This design comes from an exercise in tuning for a short achievable clock period and few clock cycles on the open sky130 flow, not from production work.
At most, simulation tests tie the RTL to the original design; equivalence was not proved.
Power is estimated from default activity; no workload was simulated.

Setup of lagoon:
==> flow/design.v (excerpt) <==
module dmac_top (
   input  logic       HCLK,
   input  logic       HRESETn,
   input  logic       hsel,
   input  logic       hready,
   input  logic       hwrite,
   input  logic [1:0]    htrans,
   input  logic [31:0]      haddr,
   input  logic [31:0]      hwdata,
   output logic [31:0]      s_hrdata,
   output logic [1:0] s_hresp,
   output logic       hreadyout,
   input  logic [31:0]      hrdata,
   input  logic       hgrant,
   output logic       hbusreq,
   output logic [1:0]    m_htrans,
   output logic [31:0]      m_haddr,
   output logic       m_hwrite,
   output logic [2:0]    m_hburst,
   output logic [31:0]      m_hwdata,
   output logic       dmacintr
);
For scale: roughly 2700 cells after synthesis, ~930 flip-flops, roughly 210 I/O pins.
Settings: LEC_CHECK=0, CAP_MARGIN=20, CORE_MARGIN=2, CORE_UTILIZATION=40, SETUP_SLACK_MARGIN=3.8, SLEW_MARGIN=20; clock period 6.0 ns.
run.sh (not shown) runs the stock make flow with config.mk's settings and CLKGATE_MAP_FILE= SYNTH_SCRIPT=/design/flow/synth_recipe.tcl, a recipe that flattens the netlist after the stock synthesis.
Testbench counts of lagoon, summed over its fixed seeds: cycles 22,325.
Setup changes, lagoon to maple
==> flow/flow/run.sh (new file) <==
#!/bin/bash
# Standard layout, with one extra step after placement (flow/move.tcl).
# Each tool's output goes to a log file of its own in this folder.
set -euo pipefail
export RDIR=$PWD/orfs/results/$FLOW_PLATFORM/dmac_top/base
bash standard.sh synth > log_1_synth.txt 2>&1
bash standard.sh floorplan > log_2_floorplan.txt 2>&1
bash standard.sh place > log_3_place.txt 2>&1
openroad -no_init -exit flow/move.tcl > log_3_move.txt 2>&1
bash standard.sh finish > log_4_finish.txt 2>&1
==> flow/flow/move.tcl (new file) <==
# After global and detailed placement: put each flip-flop that drives an
# output port's buffer right next to that buffer, then legalize again.
source [file join [file dirname [info script]] move_procs.tcl]
set R $::env(RDIR)
read_db $R/3_place.odb
move_out_flops
detailed_placement
check_placement
write_db $R/3_place.odb
==> flow/flow/move_procs.tcl (new file) <==
# Flip-flops that drive an output port's buffer, directly or through one
# inverter or buffer, are put next to that buffer (then legalized).
proc out_driver {inst} {
  # the instance that drives inst's (single) input pin, or ""
  foreach it [$inst getITerms] {
    if {[$it isInputSignal]} {
      set net [$it getNet]
      if {$net == "NULL"} { return "" }
      foreach d [$net getITerms] {
        if {[$d isOutputSignal]} { return [$d getInst] }
      }
    }
  }
  return ""
}

proc is_flop {inst} {
  return [string match "*__*df*" [[$inst getMaster] getName]]
}

proc is_inv_or_buf {inst} {
  set m [[$inst getMaster] getName]
  return [expr {[string match "*__inv_*" $m] || [string match "*__buf_*" $m] || [string match "*__clkbuf_*" $m]}]
}

proc move_out_flops {} {
  set block [ord::get_db_block]
  set n 0
  foreach bt [$block getBTerms] {
    if {[$bt getIoType] != "OUTPUT"} { continue }
    set net [$bt getNet]
    if {$net == "NULL"} { continue }
    set buf ""
    foreach it [$net getITerms] {
      if {[$it isOutputSignal]} { set buf [$it getInst] }
    }
    if {$buf == ""} { continue }
    set drv [out_driver $buf]
    if {$drv == ""} { continue }
    set loc [$buf getLocation]
    if {[is_flop $drv]} {
      $drv setLocation [lindex $loc 0] [lindex $loc 1]
      incr n
    } elseif {[is_inv_or_buf $drv]} {
      set ff [out_driver $drv]
      if {$ff != "" && [is_flop $ff]} {
        $drv setLocation [lindex $loc 0] [lindex $loc 1]
        $ff setLocation [lindex $loc 0] [lindex $loc 1]
        incr n
      }
    }
  }
  puts "moved $n flip-flops next to their output buffers"
}
==> flow/standard.sh (new file) <==
#!/bin/bash
# synth_recipe.tcl (not shown) runs the flow's synth.tcl, then flattens the netlist and writes it again
# the make line also repeats each setting of config.mk as NAME=value (left out here)
make -C /OpenROAD-flow-scripts/flow DESIGN_CONFIG=/design/flow/config.mk WORK_HOME=/design/flow/orfs CLKGATE_MAP_FILE= SYNTH_SCRIPT=/design/flow/synth_recipe.tcl "${@:-finish}"
removed: flow/run.sh
According to the power report, total power for maple is lower than for lagoon.
Last element of the critical path: m_htrans[0] -> lagoon, hreadyout -> maple
Cmp lagoon and maple / final hold slack / lower: lagoon
Post-detailed-route wirelength per cell (higher): maple
Compared to lagoon, maple reaches a higher achievable clock.
Against lagoon, maple comes in 0.25 points lower on final-layout clock-cell area share.
Final cell area excluding filler cells of lagoon is on par with maple.
lagoon → maple: worst-case clock buffer depth has remained practically unchanged, area growth from synthesis to final layout has remained practically unchanged, aggregate routed wire length has increased, overall global routing resource usage has remained practically unchanged.
What quartz does differently from maple at the input level:
Settings: CTS_CLUSTER_SIZE now 20, previously not set; CTS_CLUSTER_DIAMETER now 60, previously not set.
Results
Relative to maple, the critical path data arrival time of quartz is lower by 0.03 ns.
quartz ends up with a wire length of the first global-routing pass that is 1500 µm lower than in maple.
Looking at the reports, quartz completed the entire flow and the layout it produced met the timing, design-rule and antenna checks.
As far as multiplexer area fraction after synthesis is concerned, quartz and maple perform about the same.
Between quartz and maple, it is quartz whose highest attainable clock frequency is higher, by about 0.9%.
quartz against maple: sequential logic power neither gained nor lost much; fraction of final layout cells with drive strength greater than 1 picked up an extra 0.77 points.

dmac_top, a different RTL version from the one above (not shown whole).
For scale: roughly 2400 cells after synthesis, about 210 I/O pins.
==> flow/design.v (excerpt) <==
module dmac_top (
   input  logic       HCLK,
   input  logic       HRESETn,
   input  logic       hsel,
   input  logic       hready,
   input  logic       hwrite,
   input  logic [1:0]    htrans,
   input  logic [31:0]      haddr,
   input  logic [31:0]      hwdata,
   output logic [31:0]      s_hrdata,
   output logic [1:0] s_hresp,
   output logic       hreadyout,
   input  logic [31:0]      hrdata,
   input  logic       hgrant,
   output logic       hbusreq,
   output logic [1:0]    m_htrans,
   output logic [31:0]      m_haddr,
   output logic       m_hwrite,
   output logic [2:0]    m_hburst,
   output logic [31:0]      m_hwdata,
   output logic       dmacintr
);
   logic rd_cfg_q, rd_src_q, rd_dst_q, rd_ctrl_q, rd_chcfg_q;
   logic wr_cfg_q, wr_src_q, wr_dst_q, wr_ctrl_q, wr_chcfg_q;
   logic bad_q;          
   logic hresp_q;
   logic hready_q;
   logic [31:0] hrdata_q;
   logic        glb_en;
   logic [31:0] src_base;
   logic [31:0] dst_base;
   logic [11:0] xfer_size;
   logic [2:0]  burst_code;
   logic        ch_en;
   logic        int_mask;
   logic        int_pend;
   logic        nz_q;       
   logic        run_q;      
   logic        intr_q;     
   logic        addr_valid;
   logic        a_cfg, a_src, a_dst, a_ctrl, a_chcfg, a_mapped;
   logic        rd_cfg_n, rd_src_n, rd_dst_n, rd_ctrl_n, rd_chcfg_n;
   logic        wr_cfg_n, wr_src_n, wr_dst_n, wr_ctrl_n, wr_chcfg_n;
   logic        bad_n;
   logic        we_cfg, we_src, we_dst, we_ctrl, we_chcfg;
   logic        glb_en_n;
   logic [31:0] src_n;
   logic [31:0] dst_n;
   logic [11:0] size_n;
   logic [2:0]  bc_n;
   logic        ch_en_n, int_mask_n, int_pend_n;
   logic        nz_n, run_q_n;
   assign nz_n    = we_ctrl  ? (hwdata[11:2] != '0) :
                    size_dec ? (xfer_size[11:2] != 10'd1) : nz_q;
   assign run_q_n = glb_en_n && ch_en_n;
   logic        size_dec;
   logic        done;
  ...
==> flow/config.mk <==
export PLATFORM = sky130hd
export DESIGN_NAME = dmac_top
export DESIGN_NICKNAME = dmac_top
export VERILOG_FILES = /design/flow/design.v
export SDC_FILE = /design/flow/constraint.sdc
export NUM_CORES = 4
export LEC_CHECK = 0
export CAP_MARGIN = 20
export CORE_MARGIN = 2
export CORE_UTILIZATION = 65
export SETUP_SLACK_MARGIN = 4.5
export SLEW_MARGIN = 20
==> flow/constraint.sdc <==
create_clock -name core_clock -period 6.0 [get_ports {HCLK}]
set_input_delay 1.2000 -clock core_clock [delete_from_list [all_inputs] [get_ports {HCLK}]]
set_output_delay 1.2000 -clock core_clock [all_outputs]
set_load 0.01 [all_outputs]
Stock flow here: none of the scripts above is used.
The starting point did not get past global routing (5_1_grt) with GRT-0232.
Testbench counts at the start, summed over its fixed seeds: cycles 22,325.
Edit:
--- a/flow/config.mk
+++ b/flow/config.mk
@@ -6,7 +6,8 @@
 export NUM_CORES = 4
 export LEC_CHECK = 0
+export ABC_CLOCK_PERIOD_IN_PS = 1500
 export CAP_MARGIN = 20
 export CORE_MARGIN = 2
-export CORE_UTILIZATION = 65
+export CORE_UTILIZATION = 40
 export SETUP_SLACK_MARGIN = 4.5
 export SLEW_MARGIN = 20
This time the run produced a clean layout.
Synthesized cell count is unchanged.
Area after synthesis does not change.
Edit:
--- a/flow/config.mk
+++ b/flow/config.mk
@@ -6,5 +6,5 @@
 export NUM_CORES = 4
 export LEC_CHECK = 0
-export ABC_CLOCK_PERIOD_IN_PS = 1500
+export ABC_CLOCK_PERIOD_IN_PS = 800
 export CAP_MARGIN = 20
 export CORE_MARGIN = 2
=>
- global-route usage does not change
- utilization does not change
- wire length stays the same
- critical path depth stays the same
- worst setup slack stays the same
- clock power stays flat
- power does not change
- hold slack is unchanged
- cell area does not change

## job 1909
dmac_top, a different RTL version from the one above (not shown whole).
Size in the first run: about 840 flip-flops, about 210 I/O pins, about 34,000 sq um of cells after synthesis.
clock: 6.0 ns
lec_check: 0
abc_clock_period_in_ps: 1500
cap_margin: 20
core_margin: 2
core_utilization: 40
setup_slack_margin: 4.5
slew_margin: 20
Testbench counts of job 1909, summed over its fixed seeds: cycles 22,325.
diff inputs: job 1909 => job 1691
Settings: clearing SETUP_SLACK_MARGIN, which used to be 4.5; clearing ABC_CLOCK_PERIOD_IN_PS, which used to be 1500.
Findings:
Compared with job 1909, in job 1691 proportion of layout cells with a drive suffix above 1 lower, internal reg-to-reg setup slack lower, register area roughly the same. Looking at total number of cells along the worst setup path, job 1691 sits 1 higher than job 1909 does. Compared with job 1909, job 1691 shows a global-route usage that is 6.3 points lower. In the reports for job 1691 and job 1909, the smaller met1 layer usage reported by global route belongs to job 1691. Non-clock buffer count: job 1691 vs job 1909 down about 66%.
What job 2407 does differently from job 1691 at the input level:
Settings: ABC_CLOCK_PERIOD_IN_PS: unset -> 2500; SETUP_SLACK_MARGIN: unset -> 3.5.
==> run summary <==
[compare] base=job 1691 new=job 2407: fraction of met2 tracks used by global routing higher, share of the clock period used by the worst path lower, final setup slack of the worst path higher.
Job 2407 has met3 global-route usage above what job 1691 had.
The core of job 2407 is more densely filled than that of job 1691.
Job 2407 vs. job 1691: layout buffer count excluding clock buffers up about 43%; clock-buffer cell count up 4; overall power consumption up 660 uW.

## run A
dmac_top, a different RTL version from the one above (not shown whole).
For scale: ~2,800 cells after synthesis, roughly 900 flip-flops, about 0.038 mm2 of cells after synthesis.
==> flow/config.mk <==
export PLATFORM = sky130hd
export DESIGN_NAME = dmac_top
export DESIGN_NICKNAME = dmac_top
export VERILOG_FILES = /design/flow/design.v
export SDC_FILE = /design/flow/constraint.sdc
export NUM_CORES = 4
export LEC_CHECK = 0
export CAP_MARGIN = 20
export CORE_MARGIN = 2
export CORE_UTILIZATION = 40
export CTS_CLUSTER_DIAMETER = 100
export CTS_CLUSTER_SIZE = 30
export SETUP_SLACK_MARGIN = 4.5
export SLEW_MARGIN = 20
==> flow/constraint.sdc <==
create_clock -name core_clock -period 6.0 [get_ports {HCLK}]
set_input_delay 1.2000 -clock core_clock [delete_from_list [all_inputs] [get_ports {HCLK}]]
set_output_delay 1.2000 -clock core_clock [all_outputs]
set_load 0.01 [all_outputs]
Run A ended with every stage complete and zero timing, DRC or antenna violations.
What run B does differently from run A at the input level:
# run A
export LEC_CHECK = 0
export CAP_MARGIN = 20
export CORE_MARGIN = 2
export CORE_UTILIZATION = 40
export CTS_CLUSTER_DIAMETER = 100
export CTS_CLUSTER_SIZE = 30
export SETUP_SLACK_MARGIN = 4.5
export SLEW_MARGIN = 20
create_clock -name core_clock -period 6.0 [get_ports {HCLK}]
# run B
export LEC_CHECK = 0
export ABC_CLOCK_PERIOD_IN_PS = 1500
export CAP_MARGIN = 20
export CORE_MARGIN = 2
export CORE_UTILIZATION = 40
export SETUP_SLACK_MARGIN = 4.5
export SLEW_MARGIN = 20
create_clock -name core_clock -period 6.0 [get_ports {HCLK}]
Results
- Count of clock buffers in the final design delta for run B relative to run A: 82 higher
- Per the comparison of run B with run A, register-to-register slack lower; global router's overall resource usage climbed 0.75 points; count of multi-input combinational gates held.
- Area added between synthesis and finish | run B above run A
- Run B vs. run A: tap cell instance count roughly the same; leakage power higher; clock latency on the worst-skew pair higher.
- From run B to run A, cell depth of the worst setup path did not move at all.
- Run B vs run A: number of antenna violations at the first check in global routing down
Input changes introduced in run C (baseline for comparison: run B):
# run B
export LEC_CHECK = 0
export ABC_CLOCK_PERIOD_IN_PS = 1500
export CAP_MARGIN = 20
export CORE_MARGIN = 2
export CORE_UTILIZATION = 40
export SETUP_SLACK_MARGIN = 4.5
export SLEW_MARGIN = 20
create_clock -name core_clock -period 6.0 [get_ports {HCLK}]
# run C
export LEC_CHECK = 0
export CAP_MARGIN = 20
export CORE_MARGIN = 2
export CORE_UTILIZATION = 40
export SETUP_SLACK_MARGIN = 3.8
export SLEW_MARGIN = 20
create_clock -name core_clock -period 6.0 [get_ports {HCLK}]
Notes after the runs:
Lower count of clock-buffer cells in the layout among run B and run C: run B
Destination of the critical timing path: m_haddr[4] -> run C, m_hwdata[2] -> run B
Routed wire in run C totals less than in run B.
Re cell area: run B and run C aren't equal, and the higher value belongs to run B.
The worst hold-check path type comes out in -> async in one run and reg -> reg in the other, namely in run B and run C respectively.
What run D does differently from run C at the input level:
# run C
export LEC_CHECK = 0
export CAP_MARGIN = 20
export CORE_MARGIN = 2
export CORE_UTILIZATION = 40
export SETUP_SLACK_MARGIN = 3.8
export SLEW_MARGIN = 20
create_clock -name core_clock -period 6.0 [get_ports {HCLK}]
# run D
export LEC_CHECK = 0
export ABC_CLOCK_PERIOD_IN_PS = 1500
export CAP_MARGIN = 20
export CORE_MARGIN = 2
export CORE_UTILIZATION = 40
export SETUP_SLACK_MARGIN = 4.5
export SLEW_MARGIN = 20
create_clock -name core_clock -period 6.0 [get_ports {HCLK}]
==> flow/flow/run.sh (new file) <==
#!/bin/bash
# Standard layout, with one extra step after placement (flow/move.tcl).
# Each tool's output goes to a log file of its own in this folder.
set -euo pipefail
export RDIR=$PWD/orfs/results/$FLOW_PLATFORM/dmac_top/base
bash standard.sh synth > log_1_synth.txt 2>&1
bash standard.sh floorplan > log_2_floorplan.txt 2>&1
bash standard.sh place > log_3_place.txt 2>&1
openroad -no_init -exit flow/move.tcl > log_3_move.txt 2>&1
bash standard.sh finish > log_4_finish.txt 2>&1
==> flow/flow/move.tcl (new file) <==
# After global and detailed placement: put each flip-flop that drives an
# output port's buffer right next to that buffer, then legalize again.
source [file join [file dirname [info script]] move_procs.tcl]
set R $::env(RDIR)
read_db $R/3_place.odb
move_out_flops
detailed_placement
check_placement
write_db $R/3_place.odb
==> flow/flow/move_procs.tcl (new file) <==
# Move each flip-flop that drives an output buffer next to that buffer, then legalize.
proc move_out_flops {} {
  set block [ord::get_db_block]
  set n 0
  foreach bt [$block getBTerms] {
    if {[$bt getIoType] != "OUTPUT"} { continue }
    set net [$bt getNet]
    if {$net == "NULL"} { continue }
    # driver of the port net: the output buffer
    set buf ""
    foreach it [$net getITerms] {
      if {[$it isOutputSignal]} { set buf [$it getInst] }
    }
    if {$buf == ""} { continue }
    # the buffer's input net and its driver
    foreach it [$buf getITerms] {
      if {[$it isInputSignal]} { set in_net [$it getNet] }
    }
    if {$in_net == "NULL"} { continue }
    set drv ""
    foreach it [$in_net getITerms] {
      if {[$it isOutputSignal]} { set drv [$it getInst] }
    }
    if {$drv == ""} { continue }
    set m [[$drv getMaster] getName]
    if {![string match "*__df*" $m] && ![string match "*__edf*" $m]} { continue }
    set loc [$buf getLocation]
    $drv setLocation [lindex $loc 0] [lindex $loc 1]
    incr n
  }
  puts "moved $n flip-flops next to their output buffers"
}
==> flow/standard.sh (new file) <==
#!/bin/bash
# synth_recipe.tcl (not shown) runs the flow's synth.tcl, then flattens the netlist and writes it again
# the make line also repeats each setting of config.mk as NAME=value (left out here)
make -C /OpenROAD-flow-scripts/flow DESIGN_CONFIG=/design/flow/config.mk WORK_HOME=/design/flow/orfs CLKGATE_MAP_FILE= SYNTH_SCRIPT=/design/flow/synth_recipe.tcl "${@:-finish}"
removed: flow/run.sh
==> run summary <==
- Summary of run D over run C: share of final layout cell area taken by non-clock buffers increased by 12 points relative to the old numbers, global router's overall resource usage higher.
- Run D vs run C: final worst setup slack down in run D
No run of this note included a check of the RTL's function; only the layout flow was run.

## port drivers added, routing unchanged
The flow's constraints put no driver on any port. The routed layouts listed below were extracted and timed again, unchanged, in two steps.
Step 1, drivers: a clkbuf_16 drives HCLK and a buf_2 each remaining input, both assumed.
Step 2 times the ports against the registers' clock, not the clock port: input delays grow and output delays shrink by t, the midpoint of the rising clock arrivals with the driver on.
Three values: no drivers, after step 1, after step 2; two values: the first two.
run | t, ns | setup WS [ns] | pins driven straight from the clock port
lagoon | 0.744 | 3.511 / 3.446 / 3.098 | 1
maple | 0.750 | 3.564 / 3.492 / 3.025 | 1
quartz | 0.718 | 3.585 / 3.515 / 3.019 | 1
the second run of note 2 | 0.727 | 3.490 / 3.420 / 3.076 | 1
the third run of note 2 | 0.727 | 3.490 / 3.420 / 3.076 | 1
job 1909 | 0.719 | 2.500 / 2.500 / 2.500 | 1
job 1691 | 0.707 | 1.873 / 1.873 / 1.505 | 1
job 2407 | 0.705 | 2.422 / 2.422 / 2.422 | 1
run A | 0.681 | 3.527 / 3.454 / 3.158 | 1
run B | 0.756 | 3.451 / 3.381 / 3.052 | 1
run C | 0.718 | 3.500 / 3.437 / 3.120 | 1
run D | 0.764 | 3.249 / 3.171 / 2.931 | 1
After both steps every run listed still meets setup and hold. The setup slack of quartz, which loses most, moves by -0.070 ns with the drivers and by -0.566 ns with both steps.
